This design comes from an exercise in tuning for small area, a short achievable clock period and few clock cycles per item on the open sky130 flow, not from production work.
Function was checked by simulation only, so behaviour that the tests miss may differ from the original.
No activity file was given, so power comes from the tool's default toggle rates.

<file path="flow/design.v">
package cache_pkg;
    localparam int unsigned BLOCK_WIDTH = 128;
    localparam int unsigned BADDR_WIDTH = 28;
    typedef enum logic [1:0] {
        IDLE   = 2'd0,
        RD_MEM = 2'd1,
        WR_MEM = 2'd2,
        RESP   = 2'd3
    } wb_state_e;
    typedef struct packed {
        logic [BADDR_WIDTH-1:0] addr;
        logic [BLOCK_WIDTH-1:0] data;
    } wb_entry_t;
endpackage
module wb_store
#(
    parameter  int unsigned DEPTH = 4
) (
    input  logic                                   clk,
    input  logic [DEPTH-1:0]                       we,
    input  logic [cache_pkg::BADDR_WIDTH-1:0]      waddr,
    input  logic [cache_pkg::BLOCK_WIDTH-1:0]      wdata,
    output logic [DEPTH-1:0][cache_pkg::BADDR_WIDTH-1:0] addr_q,
    output logic [DEPTH-1:0][cache_pkg::BLOCK_WIDTH-1:0] data_q
);
    always_ff @(posedge clk) begin
        for (int unsigned i = 0; i < DEPTH; i++) begin
            if (we[i]) begin
                addr_q[i] <= waddr;
                data_q[i] <= wdata;
            end
        end
    end
endmodule
module cache_wb_buffer
#(
    parameter int unsigned DEPTH = 4
) (
    input  logic                   clk,
    input  logic                   rst,
    input  logic                   c_read,
    input  logic                   c_write,
    input  logic [cache_pkg::BADDR_WIDTH-1:0] c_addr,
    input  logic [cache_pkg::BLOCK_WIDTH-1:0] c_wdata,
    output logic [cache_pkg::BLOCK_WIDTH-1:0] c_rdata,
    output logic                   c_ready,
    output logic                   mem_read,
    output logic                   mem_write,
    output logic [cache_pkg::BADDR_WIDTH-1:0] mem_addr,
    output logic [cache_pkg::BLOCK_WIDTH-1:0] mem_wdata,
    input  logic [cache_pkg::BLOCK_WIDTH-1:0] mem_rdata,
    input  logic                   mem_ready,
    output logic                   wb_empty
);
    logic [DEPTH-1:0][cache_pkg::BADDR_WIDTH-1:0] addr_q;
    logic [DEPTH-1:0][cache_pkg::BLOCK_WIDTH-1:0] data_q;
    logic [DEPTH-1:0] vld_q, vld_d;      
    logic [DEPTH-1:0] dty_q, dty_d;      
    logic [DEPTH-1:0] hot_q, hot_d;      
    logic [DEPTH-1:0][DEPTH-1:0] mru_q, mru_d;   
    logic [cache_pkg::BADDR_WIDTH-1:0] pa_q;     
    logic [DEPTH-1:0] hv_q;              
    logic [DEPTH-1:0] wsel_q, wsel_d;    
    logic             wok_q, wok_d;      
    logic [DEPTH-1:0] vic_q;             
    logic             rdy_q, rdy_d;
    logic [cache_pkg::BLOCK_WIDTH-1:0] rdata_q, rdata_d;
    logic             mrd_q, mrd_d;      
    logic             mwr_q, mwr_d;      
    logic [cache_pkg::BADDR_WIDTH-1:0] maddr_q, maddr_d;
    logic [cache_pkg::BLOCK_WIDTH-1:0] mwdata_q;
    logic             wbe_q, wbe_d;
    logic [DEPTH-1:0] hit_v, we, touch, alloc_oh, victim_oh;
    logic             hit, hitq, same, req, ok, vis, ra_hit, port_free, rd_miss;
    logic             rd_go, rd_hit, rd_ans, mrd_done, wr_ok, dr_go;
    logic             cold, cap_ok, any_dty, two_dty, all_dty, most_dty;
    logic [cache_pkg::BLOCK_WIDTH-1:0] sel_data;
    logic [DEPTH-1:0] rsel_q;            
    logic             rsh_q, rsh_d;      
    logic             rsel_hit;
    logic [cache_pkg::BADDR_WIDTH-1:0] victim_addr;
    function automatic logic [DEPTH-1:0] first1(input logic [DEPTH-1:0] v);
        logic found;
        found = 1'b0;
        for (int unsigned i = 0; i < DEPTH; i++) begin
            first1[i] = v[i] && !found;
            found     = found || v[i];
        end
    endfunction
    function automatic logic [DEPTH-1:0] lru_of(input logic [DEPTH-1:0] cand,
                                                input logic [DEPTH-1:0][DEPTH-1:0] mru);
        logic [DEPTH-1:0] r;
        for (int unsigned i = 0; i < DEPTH; i++) begin
            r[i] = cand[i];
            for (int unsigned j = 0; j < DEPTH; j++)
                if (j != i && cand[j] && !mru[j][i]) r[i] = 1'b0;
        end
        lru_of = first1(r != '0 ? r : cand);
    endfunction
    wb_store #(.DEPTH(DEPTH)) u_store (
        .clk   (clk),
        .we    (we),
        .waddr (c_addr),
        .wdata (c_wdata),
        .addr_q(addr_q),
        .data_q(data_q)
    );
    always_comb begin
        for (int unsigned i = 0; i < DEPTH; i++)
            hit_v[i] = vld_q[i] && (addr_q[i] == c_addr);
    end
    assign hit  = |hit_v;
    assign hitq = |hv_q;
    assign same = (pa_q == c_addr);
    assign rsel_hit = rsh_q;
    always_comb begin
        sel_data    = '0;
        victim_addr = '0;
        for (int unsigned i = 0; i < DEPTH; i++) begin
            if (rsel_q[i]) sel_data = sel_data | data_q[i];
            if (vic_q[i]) victim_addr = victim_addr | addr_q[i];
        end
    end
    always_comb begin
        logic [DEPTH-1:0] cl, dc, dty_p, hot_p;
        logic             wr_vis;
        cl        = ~dty_q & ~hot_q;
        alloc_oh  = lru_of((~vld_q != '0) ? ~vld_q : ((cl != '0) ? cl : ~dty_q), mru_q);
        dc        = dty_q & ~hot_q;
        cold      = dc != '0;
        wr_vis    = req && c_write && wok_q;
        dty_p     = dty_q | (wr_vis ? wsel_q : '0);
        hot_p     = (hot_q | (wr_vis && hitq ? hv_q : '0)) & ~(wr_vis && !hitq ? wsel_q : '0);
        dc        = dty_p & ~hot_p;
        victim_oh = lru_of(dc != '0 ? dc : dty_p, mru_q);
        any_dty = dty_q != '0;
        all_dty = dty_q == '1;
        two_dty = 1'b0;
        for (int unsigned i = 0; i < DEPTH; i++)
            for (int unsigned j = i + 1; j < DEPTH; j++)
                if (dty_q[i] && dty_q[j]) two_dty = 1'b1;
        most_dty = 1'b0;
        for (int unsigned k = 0; k < DEPTH; k++) begin
            logic all_but;
            all_but = 1'b1;
            for (int unsigned i = 0; i < DEPTH; i++)
                if (i != k && !dty_q[i]) all_but = 1'b0;
            if (all_but) most_dty = 1'b1;
        end
        cap_ok  = !all_dty && !(mwr_q && !mem_ready && most_dty);
        wok_d   = hit ? (|(hit_v & dty_q) || cap_ok) : cap_ok;
        wsel_d  = hit ? hit_v : alloc_oh;
    end
    assign vis       = c_read || c_write;
    assign req       = vis && !rdy_q;
    assign ok        = req && same;
    assign mrd_done  = mrd_q && mem_ready;
    assign ra_hit    = mrd_q && (maddr_q == c_addr);
    assign port_free = (!mrd_q || mem_ready) && (!mwr_q || mem_ready);
    assign rd_miss   = c_read && !hit && !ra_hit;
    assign rd_go     = vis && rd_miss && port_free;
    assign rd_hit    = ok && c_read && hitq && rsh_q && !mrd_done;
    assign rd_ans    = req && c_read && !hit && ra_hit && mem_ready;
    assign wr_ok     = ok && c_write && wok_q;
    assign we        = wr_ok ? wsel_q : '0;
    assign mem_read  = mrd_q;
    assign dr_go = port_free && !(vis && c_read) && !rsel_hit &&
                   |(vic_q & dty_q) && (cold || two_dty || !vis);
    always_comb begin
        touch = we | (rd_hit ? hv_q : '0);
        mru_d = mru_q;
        for (int unsigned i = 0; i < DEPTH; i++)
            for (int unsigned j = 0; j < DEPTH; j++) begin
                if (touch[i]) mru_d[i][j] = 1'b1;
                if (touch[j]) mru_d[i][j] = 1'b0;
            end
        vld_d = vld_q | we;
        hot_d = (hot_q & ~(wr_ok && !hitq ? wsel_q : '0)) | ((rd_hit || wr_ok) ? hv_q : '0);
        dty_d = (dty_q & ~(dr_go ? vic_q : '0)) | we;
        rdy_d = rd_hit || wr_ok || rd_ans;
        rdata_d = mrd_done ? mem_rdata : sel_data;
        mrd_d = rd_go || (mrd_q && !mem_ready);
        mwr_d = dr_go || (mwr_q && !mem_ready);
        maddr_d = !port_free ? maddr_q : ((vis && c_read) ? c_addr : victim_addr);
        rsh_d = c_read && hit && !rdy_d;
        wbe_d = !any_dty && !(mwr_q && !mem_ready) && !wr_ok;
    end
    always_ff @(posedge clk) begin
        if (rst) begin
            vld_q <= '0;
            dty_q <= '0;
            hot_q <= '0;
            hv_q  <= '0;
            wok_q <= 1'b0;
            rsh_q <= 1'b0;
            rdy_q <= 1'b0;
            mrd_q <= 1'b0;
            mwr_q <= 1'b0;
            wbe_q <= 1'b1;
        end else begin
            vld_q <= vld_d;
            dty_q <= dty_d;
            hot_q <= hot_d;
            hv_q  <= hit_v;
            wok_q <= wok_d;
            rsh_q <= rsh_d;
            rdy_q <= rdy_d;
            mrd_q <= mrd_d;
            mwr_q <= mwr_d;
            wbe_q <= wbe_d;
        end
    end
    always_ff @(posedge clk) begin
        mru_q   <= mru_d;
        pa_q    <= c_addr;
        wsel_q  <= wsel_d;
        vic_q   <= victim_oh;
        rsel_q  <= rsh_d ? hit_v : victim_oh;
        rdata_q <= rdata_d;
        maddr_q <= maddr_d;
        if (!mwr_q || mem_ready) mwdata_q <= sel_data;
    end
    assign c_ready   = rdy_q;
    assign c_rdata   = rdata_q;
    assign mem_write = mwr_q;
    assign mem_addr  = maddr_q;
    assign mem_wdata = mwdata_q;
    assign wb_empty  = wbe_q;
endmodule
</file>
<file path="flow/flow/run.sh">
#!/bin/bash
# Layout flow: the standard flow (standard.sh, unchanged synthesis and
# steps), except that the input and output ports are buffered with buf_2
# cells rather than the default clkdlybuf4s50 delay cells, which are slow
# and large. Every port still gets its own buffer.
set -euo pipefail
export BUFFER_PORTS_ARGS="-buffer_cell sky130_fd_sc_hd__buf_2"
bash standard.sh > standard_flow.log 2>&1
</file>
<file path="flow/standard.sh">
#!/bin/bash
# synth_recipe.tcl (not shown) runs the flow's synth.tcl, then flattens the netlist and writes it again
# the make line also repeats each setting of config.mk as NAME=value (left out here)
make -C /OpenROAD-flow-scripts/flow DESIGN_CONFIG=/design/flow/config.mk WORK_HOME=/design/flow/orfs CLKGATE_MAP_FILE= SYNTH_SCRIPT=/design/flow/synth_recipe.tcl "${@:-finish}"
</file>
<file path="flow/config.mk">
export PLATFORM = sky130hd
export DESIGN_NAME = cache_wb_buffer
export DESIGN_NICKNAME = cache_wb_buffer
export VERILOG_FILES = /design/flow/design.v
export SDC_FILE = /design/flow/constraint.sdc
export NUM_CORES = 4
export LEC_CHECK = 0
export CAP_MARGIN = 20
export CORE_MARGIN = 2
export CORE_UTILIZATION = 40
export SETUP_SLACK_MARGIN = 1.5
export SLEW_MARGIN = 20
</file>
<file path="flow/constraint.sdc">
create_clock -name core_clock -period 4.0 [get_ports {clk}]
set_input_delay 0.8000 -clock core_clock [delete_from_list [all_inputs] [get_ports {clk}]]
set_output_delay 0.8000 -clock core_clock [all_outputs]
set_load 0.01 [all_outputs]
</file>
==> results.sh <==
export IMPL_avgViaCountPerCell=5.389
export IMPL_async_flop_share=0
export IMPL_cts_tree="done"
export IMPL_synth_edf_count=780
export IMPL_path_max_fanout=5
export IMPL_row_count=109
export IMPL_r2r_setup_slack_ns=1.19
export IMPL_finalWeightedCongestion=0.8689
export IMPL_hp_start="c_addr[25]"
export IMPL_syn_cell_area_um2=35830
export IMPL_antenna_found_initial=18
export IMPL_cap_violations=0
export IMPL_worstPathCellList="xnor2_4, nand4_1, nor4_4, buf_4, nand4_1, buf_6, nor2_4, buf_6, nand2_4, clkinvlp_4, buf_4, clkbuf_16, buf_4"
export IMPL_cts_root_buf="clkbuf_16"
export IMPL_post_dp_cell_area_um2=40580
export IMPL_worstHoldPathType="input pin to flop"
export IMPL_final_area_um2=46350
export IMPL_synth_flop_cell="edfxtp_1"
export IMPL_grt_pass1_wl_mm=147.4
export IMPL_fin_crit_sh=0.7018
export IMPL_syn_avg_cell_area_um2=15.34
export IMPL_clk_latency_ns=0.68
export IMPL_cts_hold_buf=0
export IMPL_worstReg2RegEnd="u_store.addr_q[14]"
export IMPL_synth_net_count=2624
export IMPL_critPathLaunchType="flop"
export IMPL_slowest_stage="dfxtp_4"
export IMPL_remaining_drc_errors=0
export IMPL_setup_viol=0
export IMPL_die_h_um=303.3
export IMPL_dp_hpwl_mm=68.83
export IMPL_critPathTopFamily="buffers and inverters"
export IMPL_final_max_slew_viol_count=0
export IMPL_grt_pass1_vias=22890
export IMPL_p_leak_nw=17.33
export IMPL_hold_end="pa_q[25]"
export IMPL_dr_pass1_iters=5
export IMPL_grt_overflow=0
export IMPL_power_density_nw_per_um2=481.1
export IMPL_finalHoldViolCount=0
export IMPL_cts_sinks=982
export IMPL_clock_skew_ns=0.05770
export IMPL_worstSetupPathDepth=13
export IMPL_yosys_warnings=2
export IMPL_rsz0062_at_grt="yes"
export IMPL_drt_iter0_drc=2034
export IMPL_max_freq_mhz=356.2
export IMPL_ys_types=68
export IMPL_fillers=7355
export IMPL_peakVddDrop_uv=397.4
export IMPL_wire_per_inst_um=24.52
export IMPL_cp_required_ns=4.36
export IMPL_clock_path_buffers=3
export IMPL_worst_path_largest_cell_delay_ns=0.36
export IMPL_coreArea_um2=88510
export IMPL_timing_rr_start="pa_q[25]"
export IMPL_grt_max_degree=114
export IMPL_h_tree_depth=3
export IMPL_initial_core_util=0.4048
export IMPL_totalWireLength_mm=105.7
export IMPL_die_area_um2=91970
export IMPL_timing_worst_setup_path_type="flop to flop"
export IMPL_die_w_um=303.3
export IMPL_syn2layout_area_growth_pct=29.39
export IMPL_num_io_pins=577
export IMPL_ant_nets=0
export IMPL_tightest_slew_ns=1.044
export IMPL_worstRegToRegCells=13
export IMPL_holdPathStages=1
export IMPL_cts_buffers=100
export IMPL_status="finished clean"
export IMPL_num_nets_final=3336
export IMPL_tns_ns=0
export IMPL_cts_reportedPaths_clkPinSlew_ns=0.07
export IMPL_track_usage=0.2165
export IMPL_slew_headroom=0.3040
export IMPL_synth_seq_cells=982
export IMPL_yosysSeqAreaShare=0.7667
export IMPL_portBuffers=576
export IMPL_cpMostUsedCell="buf_4"
export IMPL_path_buf_inv=7
export IMPL_fin_crit_ns=2.807
export IMPL_cp_end_kind="flop"
export IMPL_syn_inst=2335
export IMPL_arrival_ns=3.17
export IMPL_vias=23230
export IMPL_drive_gt1_frac=0.3257
-- cell usage in the layout (no fill, tap or decap), types with 15 or more instances in the layout --
cell	instances
bufinv_16	18
a31oi_1	130
a22oi_1	315
buf_6	16
dfxtp_1	180
edfxtp_1	780
nor4_1	25
buf_12	32
nand4_1	35
nor2_1	160
a21oi_1	19
nand2_1	178
buf_2	569
clkbuf_1	26
xor2_1	71
buf_4	74
mux2_2	29
o21ai_0	15
o21a_1	15
xnor2_1	88
clkinv_2	15
buf_16	27
clkbuf_16	113
-- metal layers --
layer | up-vias | track usage | part of all wire
met5 | - | 0 | 0.00078
met4 | 12 | 0.07260 | 0.026
met3 | 150 | 0.03848 | 0.070
met2 | 999 | 0.3697 | 0.51
met1 | 11580 | 0.2793 | 0.39
li1 | 10490 | - | -
-- power by group --
part / switching, mW / internal [mW]
Sequential: 0.112 / 11.2
Clock: 4.01 / 5.94
Combinational: 0.622 / 0.425
Total: 4.74 / 17.6
-- stage by stage --
step	utilization	std cells	total power [mW]	setup slack [ns]	hold WS [ns]
finish	0.5237	4310	22.30	1.193	0.3319
global route	0.5236	4307	22.97	1.161	0.2973
CTS	0.5136	4256	22.47	1.285	0.2756
detailed placement	0.4584	4004	12.54	0.1912	0.5100
global placement	0.4584	4004	12.53	0.1548	0.5154
floorplan	-	2335	11.98	-0.5409	0.4446
-- logic make-up (layout without fill, tap and decap cells) --
family / count (synthesis) / count (layout) / synth area share
and+or+nand+nor: 451 / 451 / 0.05640
other: 0 / 10 / 0
xor gates and xnor gates: 168 / 168 / 0.04107
AOI/OAI and AO/OA: 550 / 550 / 0.1100
DFF: 982 / 982 / 0.7667
muxes: 30 / 30 / 0.009430
buffers and inverters: 154 / 954 / 0.01641
-- how the worst max path moves through the flow --
stage                     from                  end  slack [ns]
floorplan            c_addr[2]             mru_q[4]       -0.54
global placement    c_addr[25]  u_store.data_q[394]        0.15
detailed placement  c_addr[25]  u_store.data_q[398]        0.19
CTS                   pa_q[25]  u_store.data_q[323]        1.29
global route          pa_q[25]   u_store.data_q[64]        1.16
finish                pa_q[25]   u_store.addr_q[14]        1.19
-- layout make-up --
class,count,area (um2),share of cell area
Clock inverter,59,913.4,0.01970
Inverter,17,83.83,0.001808
Clock buffer,131,2669,0.05757
Timing Repair Buffer,747,5580,0.1204
Tap cell,1165,1458,0.03145
Sequential cell,982,27520,0.5936
Antenna cell,10,25.02,0.0005398
Multi-Input combinational cell,1199,8109,0.1749
-- flip-flops by register name, indices dropped and copies added, names as in the netlist --
signal          cells
mru_q              12
wsel_q              4
maddr_q            28
dty_q               4
mwdata_q          128
rsh_q               1
mrd_q               1
rdata_q           128
wok_q               1
hv_q                4
u_store.addr_q    112
pa_q               28
hot_q               4
rsel_q              4
wbe_q               1
vld_q               4
mwr_q               1
u_store.data_q    512
rdy_q               1
vic_q               4
-- worst reg2reg max path, delay by kind of cell (launching register included) --
| kind | cells | cell delay, ns |
|---|---|---|
| buffers and inverters | 7 | 1.06 |
| and+or+nand+nor | 5 | 0.86 |
| DFF | 1 | 0.36 |
| xor gates and xnor gates | 1 | 0.21 |
-- Yosys cell counts (all sizes together) (15+ instances only) --
cell type,instances,share of area
o21ai,18,0.0026
a31oi,133,0.024
nand4,35,0.0061
mux2,30,0.0094
xor2,71,0.017
a21oi,22,0.0031
nor4,28,0.0049
inv,17,0.0018
xnor2,97,0.024
edfxtp,780,0.65
nor2,164,0.017
clkbuf,118,0.012
o21a,15,0.0031
nand2,183,0.019
a22oi,315,0.066
dfxtp,202,0.11
buf,19,0.0023
-- repair_timing --
item                       4_1_cts  5_1_grt
pin swaps                       12       16
setup endpoints to repair      655      655
resized for setup               83       68
gates cloned                    17       17
setup buffers                   45       27
Testbench counts, summed over its fixed seeds: cycles 26,581, requests 8,000.

==> port drivers added, routing unchanged <==
No port has a modelled driver above. Below, the same layout with a new extraction and two added sets of constraints. Step 1, drivers: a clkbuf_16 drives clk and a buf_2 each remaining input, both assumed. Step 2 also shifts input and output timing later by t, the mid clock arrival at the registers, as if the neighbouring blocks saw the same clock. a / b / c = ideal ports / drivers / drivers and shift; a / b = the first two.
shift t [ns]: 0.721
setup WS [ns]: 1.193 / 1.193 / 0.524
worst slew at a driven data input, ns: 0.10
After both steps this run still meets setup and hold. The setup slack of this run moves by 0.000 ns with the drivers and by -0.669 ns with both steps.
